Context: an optimization exercise on an open-source flow, tuned for small area and a short achievable clock period. The choices shown serve that exercise and are no tape-out recipe. Where RTL was checked, it was by simulation tests only, not by an equivalence proof against the original. Power is estimated from default activity; no workload was simulated.

## i2c_eeprom_slave
module i2c_eeprom_slave #(
    parameter logic [6:0]  DEV_ADDR  = 7'h50
) (
    input  logic       clk,
    input  logic       rst_n,
    input  logic       i2c_scl,
    input  logic       i2c_sda_in,
    output logic       i2c_sda_oe,
    output logic       busy,
    output logic       wr_valid,
    output logic [7:0] wr_addr,
    output logic [7:0] wr_data
);
    localparam int S_IDLE      = 0;
    localparam int S_DEV       = 1;
    localparam int S_DEV_ACK   = 2;
    localparam int S_WADDR     = 3;
    localparam int S_WADDR_ACK = 4;
    localparam int S_WDATA     = 5;
    localparam int S_WDATA_ACK = 6;
    localparam int S_RDATA     = 7;
    localparam int S_RACK      = 8;
    localparam int S_WAIT_STOP = 9;
    logic [9:0]    r_st;
    logic [9:0]    w_st_nxt;
    logic [1:0]    r_scl_sync;
    logic [1:0]    r_sda_sync;
    logic          r_rise;
    logic          r_fall;
    logic          r_start;
    logic          r_stop;
    logic [7:0]    r_shift;
    logic [3:0]    r_cnt;
    logic [7:0]    r_ptr;
    logic          r_ack;
    logic          r_sda_oe;
    logic          r_busy;
    logic          r_wr_valid;
    logic [7:0]    r_wr_addr;
    logic [7:0]    r_wr_data;
    logic          w_sda;
    logic          w_ss;
    logic          w_byte_done;
    logic          w_addr_match;
    logic [7:0]    w_shift_in;
    logic [7:0]    w_ptr_inc;
    logic          w_mem_we;
    logic          w_tx_load;
    logic          w_waddr_load;
    logic          w_in_rx;
    logic          w_oe_nxt;
    logic          w_busy_nxt;
    logic [3:0]    r_rot;
    logic          r_pend_v;
    logic [7:0]    r_pend_addr;
    logic [7:0]    r_pend_data;
    logic [7:0]    r_rd_buf;
    logic [127:0]  r_ring [16];
    logic [7:0]    w_tap;
    logic          r_pend_ins;
  ...
Settings: LEC_CHECK=0, ABC_AREA=1, CAP_MARGIN=20, CORE_MARGIN=2, CORE_UTILIZATION=40, CTS_BUF_LIST=sky130_fd_sc_hd__clkbuf_16, CTS_CLUSTER_DIAMETER=70, CTS_CLUSTER_SIZE=32, SETUP_SLACK_MARGIN=2.2, SLEW_MARGIN=20; clock period 4.5 ns.
run.sh (not shown) runs the stock make flow with config.mk's settings and CLKGATE_MAP_FILE= SYNTH_SCRIPT=/design/flow/synth_recipe.tcl, a recipe that flattens the netlist after the stock synthesis.
Then changed:
ABC_AREA = unset   (was 1)
CORE_UTILIZATION = 65   (was 40)
PLACE_DENSITY = 0.72   (was unset)
SETUP_SLACK_MARGIN = 2.3   (was 2.2)
Outcome: Synthesized area went down by 0.33%; cell count went down by 19%; cell area went down by 1.2%; global-route usage went up by 10 points; setup slack gets better by 180 ps; sequential share of layout area went up by 1.0 points; register-to-register slack gets worse by 30 ps; hold slack gets worse by 170 ps; clock power went down by 6.2%; flip-flop and latch count stays the same.
Then changed:
CORE_UTILIZATION = 40   (was 65)
CTS_CLUSTER_DIAMETER = 60   (was 70)
CTS_CLUSTER_SIZE = 24   (was 32)
PLACE_DENSITY = unset   (was 0.72)
Outcome:
- routed wire length drops by 10%
- fmax drops by 1.5%
- sequential power barely changes
- global-route usage drops by 10 points
- cell area climbs by 3.0%
- critical path depth drops by 5
- power climbs by 6.0%
- clock-buffer cell count climbs by 31
- via count drops by 0.82%
Then changed:
==> flow/flow/run.sh (new file) <==
#!/bin/bash
# Standard layout, but CTS without dummy loads (the clock tree is otherwise
# built as the standard flow's settings in config.mk ask).
set -euo pipefail
export CTS_ARGS="-sink_clustering_enable -repair_clock_nets -dont_use_dummy_load -sink_clustering_size 24 -sink_clustering_max_diameter 60 -buf_list sky130_fd_sc_hd__clkbuf_16"
bash standard.sh finish > standard.log 2>&1
==> flow/standard.sh (new file) <==
#!/bin/bash
# synth_recipe.tcl (not shown) runs the flow's synth.tcl, then flattens the netlist and writes it again
# the make line also repeats each setting of config.mk as NAME=value (left out here)
make -C /OpenROAD-flow-scripts/flow DESIGN_CONFIG=/design/flow/config.mk WORK_HOME=/design/flow/orfs CLKGATE_MAP_FILE= SYNTH_SCRIPT=/design/flow/synth_recipe.tcl "${@:-finish}"
removed: flow/run.sh
- The new run produced a clean layout
- non-clock buffer count rose by 2
- utilization went down by 0.35 points
- sequential share of layout area rose by 0.63 points
- global-route usage is about the same
- design area is lower slightly
- setup slack gains 9.6 ps
- routed wire length hardly moves
- via count fell slightly

* * *

i2c_eeprom_slave, a different RTL version from the one above (not shown whole).
Size in the first run: about 2,700 cells after synthesis, about 2,100 flip-flops, about 23 I/O pins, roughly 48,000 um^2 of cells after synthesis.
export LEC_CHECK = 0
export CAP_MARGIN = 20
export CORE_MARGIN = 2
export CORE_UTILIZATION = 40
export SLEW_MARGIN = 20
create_clock -name core_clock -period 4.5 [get_ports {clk}]
Stock flow here: none of the scripts above is used.
Rerun with:
Settings changed: CORE_UTILIZATION 40 to 70, PLACE_DENSITY set to 0.8, SETUP_SLACK_MARGIN set to 2.6.
=> Synthesized cell count is unchanged; worst hold slack gets worse by 50 ps; cell area rose by 1.1%; routed wire length climbs by 62%; first-iteration DRC count rises by 83%; die area shrinks by 42%; count of clock-buffer cells in the layout drops by 3.

* * *

i2c_eeprom_slave with an RTL version that a note above also has.
Size: about 2700 cells after synthesis, about 2100 flip-flops.
==> flow/config.mk <==
export PLATFORM = sky130hd
export DESIGN_NAME = i2c_eeprom_slave
export DESIGN_NICKNAME = i2c_eeprom_slave
export VERILOG_FILES = /design/flow/design.v
export SDC_FILE = /design/flow/constraint.sdc
export NUM_CORES = 4
export LEC_CHECK = 0
export CAP_MARGIN = 20
export CORE_MARGIN = 2
export CORE_UTILIZATION = 40
export CTS_BUF_LIST = sky130_fd_sc_hd__clkbuf_16
export CTS_CLUSTER_DIAMETER = 90
export CTS_CLUSTER_SIZE = 32
export SETUP_SLACK_MARGIN = 2.3
export SLEW_MARGIN = 20
==> flow/constraint.sdc <==
create_clock -name core_clock -period 4.5 [get_ports {clk}]
set_input_delay 0.9000 -clock core_clock [delete_from_list [all_inputs] [get_ports {clk}]]
set_output_delay 0.9000 -clock core_clock [all_outputs]
set_load 0.01 [all_outputs]
The baseline produced a clean layout.
Edit:
- CTS_CLUSTER_DIAMETER: 90 -> 50
- CTS_CLUSTER_SIZE: 32 -> 28
Outcome: Total power climbs by 11%; worst setup slack degrades by 0.025 ns; clock power is higher by 37%; hold slack degrades by 0.011 ns; global-route usage goes up by 0.20 points; register-to-register slack is worse by 0.07 ns; routed wire length is higher by 1.5%; die area does not change.
Edit:
- CTS_CLUSTER_DIAMETER: 50 -> 70
- CTS_CLUSTER_SIZE: 28 -> 32
=>
- global-route usage is about the same
- die area does not change
- clock power is lower by about a fifth
- worst hold slack got worse by 0.0084 ns
- via count goes down slightly
- worst setup slack improved by 0.016 ns
- flip-flop and latch count is unchanged
- first-iteration DRC count rose by a few percent
- core utilization shrinks by 1.2 points
- wire length falls slightly
- non-clock buffer count came out lower by 6

* * *

i2c_eeprom_slave, a different RTL version from the one above (not shown whole).
For scale: about 2700 cells after synthesis, ~23 I/O pins, ~48000 um2 of cells after synthesis.
make LEC_CHECK=0 CAP_MARGIN=20 CORE_MARGIN=2 CORE_UTILIZATION=55 CTS_BUF_LIST=sky130_fd_sc_hd__clkbuf_16 CTS_CLUSTER_DIAMETER=90 CTS_CLUSTER_SIZE=32 SETUP_SLACK_MARGIN=2.3 SLEW_MARGIN=20 finish   # period 4.5 ns
Then changed:
- CORE_UTILIZATION: 55 -> 40
- CTS_CLUSTER_DIAMETER: 90 -> 70
After rerunning: Via count stays flat. Wire length fell by about 2%. Count of clock-buffer cells in the layout rises by 7. Cell count went up by 11%. Hold slack is worse by 120 ps. Clock power rises by 11%. Total power rises by 3.3%. Design area goes up by about 1.8%. Worst setup slack got worse by 12 ps. Clock skew climbs by 21 ps. Non-clock buffer count came out lower by 9.
Then changed:
==> flow/flow/run.sh (new file) <==
#!/bin/bash
set -euo pipefail
export PRE_IO_PLACEMENT_TCL="$PWD/flow/io.tcl"
bash standard.sh finish > standard.log 2>&1
==> flow/flow/io.tcl (new file) <==
# Keep every signal pin except the clock to the middle of the right edge.
set die [ord::get_die_area]
set h [expr {[lindex $die 3] - [lindex $die 1]}]
set lo [expr {int($h / 2 - 50)}]
set hi [expr {int($h / 2 + 50)}]
set pins {}
foreach p [get_ports *] {
  set n [get_full_name $p]
  if {$n ni {clk VDD VSS}} { lappend pins $n }
}
puts "io.tcl: pins $pins on right:$lo-$hi"
set_io_pin_constraint -pin_names $pins -region right:$lo-$hi
==> flow/standard.sh (new file) <==
#!/bin/bash
# synth_recipe.tcl (not shown) runs the flow's synth.tcl, then flattens the netlist and writes it again
# the make line also repeats each setting of config.mk as NAME=value (left out here)
make -C /OpenROAD-flow-scripts/flow DESIGN_CONFIG=/design/flow/config.mk WORK_HOME=/design/flow/orfs CLKGATE_MAP_FILE= SYNTH_SCRIPT=/design/flow/synth_recipe.tcl "${@:-finish}"
- CTS_CLUSTER_DIAMETER: 70 -> 90
removed: flow/run.sh
Result:
- wire length falls by 0.80%
- final area came out lower by 0.74%
- first-iteration DRC count fell by 15%
- setup slack improves by 46 ps
- count of clock-buffer cells in the layout fell by 8

* * *

i2c_eeprom_slave, a different RTL version from the one above (not shown whole).
Size: roughly 2600 cells after synthesis, roughly 23 I/O pins, ~47000 um2 of cells after synthesis.
==> flow/design.v (excerpt) <==
module i2c_eeprom_slave #(
    parameter logic [6:0]  DEV_ADDR  = 7'h50
) (
    input  logic       clk,
    input  logic       rst_n,
    input  logic       i2c_scl,
    input  logic       i2c_sda_in,
    output logic       i2c_sda_oe,
    output logic       busy,
    output logic       wr_valid,
    output logic [7:0] wr_addr,
    output logic [7:0] wr_data
);
Settings: LEC_CHECK=0, CAP_MARGIN=20, CORE_MARGIN=2, CORE_UTILIZATION=40, CTS_BUF_LIST=sky130_fd_sc_hd__clkbuf_16, CTS_CLUSTER_DIAMETER=90, CTS_CLUSTER_SIZE=32, SETUP_SLACK_MARGIN=2.3, SLEW_MARGIN=20; clock period 4.5 ns.
standard.sh (not shown) runs the stock make flow with config.mk's settings and CLKGATE_MAP_FILE= SYNTH_SCRIPT=/design/flow/synth_recipe.tcl, a recipe that flattens the netlist after the stock synthesis.
==> flow/flow/run.sh <==
#!/bin/bash
set -euo pipefail
export PRE_IO_PLACEMENT_TCL="$PWD/flow/io.tcl"
bash standard.sh finish > standard.log 2>&1
==> flow/flow/io.tcl <==
# Keep every signal pin except the clock to the middle of the right edge.
set die [ord::get_die_area]
set h [expr {[lindex $die 3] - [lindex $die 1]}]
set lo [expr {int($h / 2 - 50)}]
set hi [expr {int($h / 2 + 50)}]
set pins {}
foreach p [get_ports *] {
  set n [get_full_name $p]
  if {$n ne "clk"} { lappend pins $n }
}
puts "io.tcl: pins $pins on right:$lo-$hi"
set_io_pin_constraint -pin_names $pins -region right:$lo-$hi
The first run finished with timing, DRC and antenna clean.
Next try:
==> flow/run.sh (new file) <==
#!/bin/bash
# synth_recipe.tcl (not shown) runs the flow's synth.tcl, then flattens the netlist and writes it again
# the make line also repeats each setting of config.mk as NAME=value (left out here)
make -C /OpenROAD-flow-scripts/flow DESIGN_CONFIG=/design/flow/config.mk WORK_HOME=/design/flow/orfs CLKGATE_MAP_FILE= SYNTH_SCRIPT=/design/flow/synth_recipe.tcl finish
Settings changed: CTS_CLUSTER_DIAMETER 90 to 70.
removed: flow/flow/run.sh
removed: flow/flow/io.tcl
removed: flow/standard.sh
After rerunning: The new run produced a clean layout; fmax climbs slightly; wire length climbs by a few percent; worst setup slack improves by 20 ps; final cell count climbs slightly; power climbs slightly; via count climbs slightly; first-iteration DRC count climbs by a quarter to a third; hold slack degrades by 97 ps; final area climbs slightly; die area does not change; synthesized cell count stays the same.
No functional check of the RTL was part of any run of this note.

what the ideal ports hide:
The flow's constraints put no driver on any port. The routed layouts listed below were extracted and timed again, unchanged, in two steps.
Step 1 assumes that a clkbuf_16 drives the clock port and a buf_2 every other input.
Step 2, shift: input delay + t, output delay - t, t = (earliest + latest rising clock arrival at the registers) / 2. This alone moves slack from input paths to output paths.
Three values: ideal, step 1, step 2; two values: the first two.
run	t (ns)	setup WS [ns]	cell pins on the clock port's net
the first run of note 1	0.748	2.128 / 2.056 / 2.338	1
the second run of note 1	0.728	2.306 / 2.252 / 2.306	1
the third run of note 1	0.755	2.272 / 2.205 / 2.331	1
the fourth run of note 1	0.734	2.281 / 2.211 / 2.314	1
the first run of note 2	0.822	1.539 / 1.539 / 1.539	1
the second run of note 2	0.810	2.236 / 2.168 / 2.290	1
the first run of note 3	0.728	2.286 / 2.217 / 2.344	1
the second run of note 3	0.762	2.261 / 2.188 / 2.273	1
the third run of note 3	0.748	2.278 / 2.212 / 2.344	1
the first run of note 4	0.715	2.285 / 2.260 / 2.285	1
the second run of note 4	0.740	2.272 / 2.205 / 2.320	1
the third run of note 4	0.728	2.318 / 2.260 / 2.318	1
the first run of note 5	0.721	2.048 / 2.048 / 2.048	1
the second run of note 5	0.742	2.068 / 2.068 / 2.068	1
After both steps setup and hold are still met in every run listed.
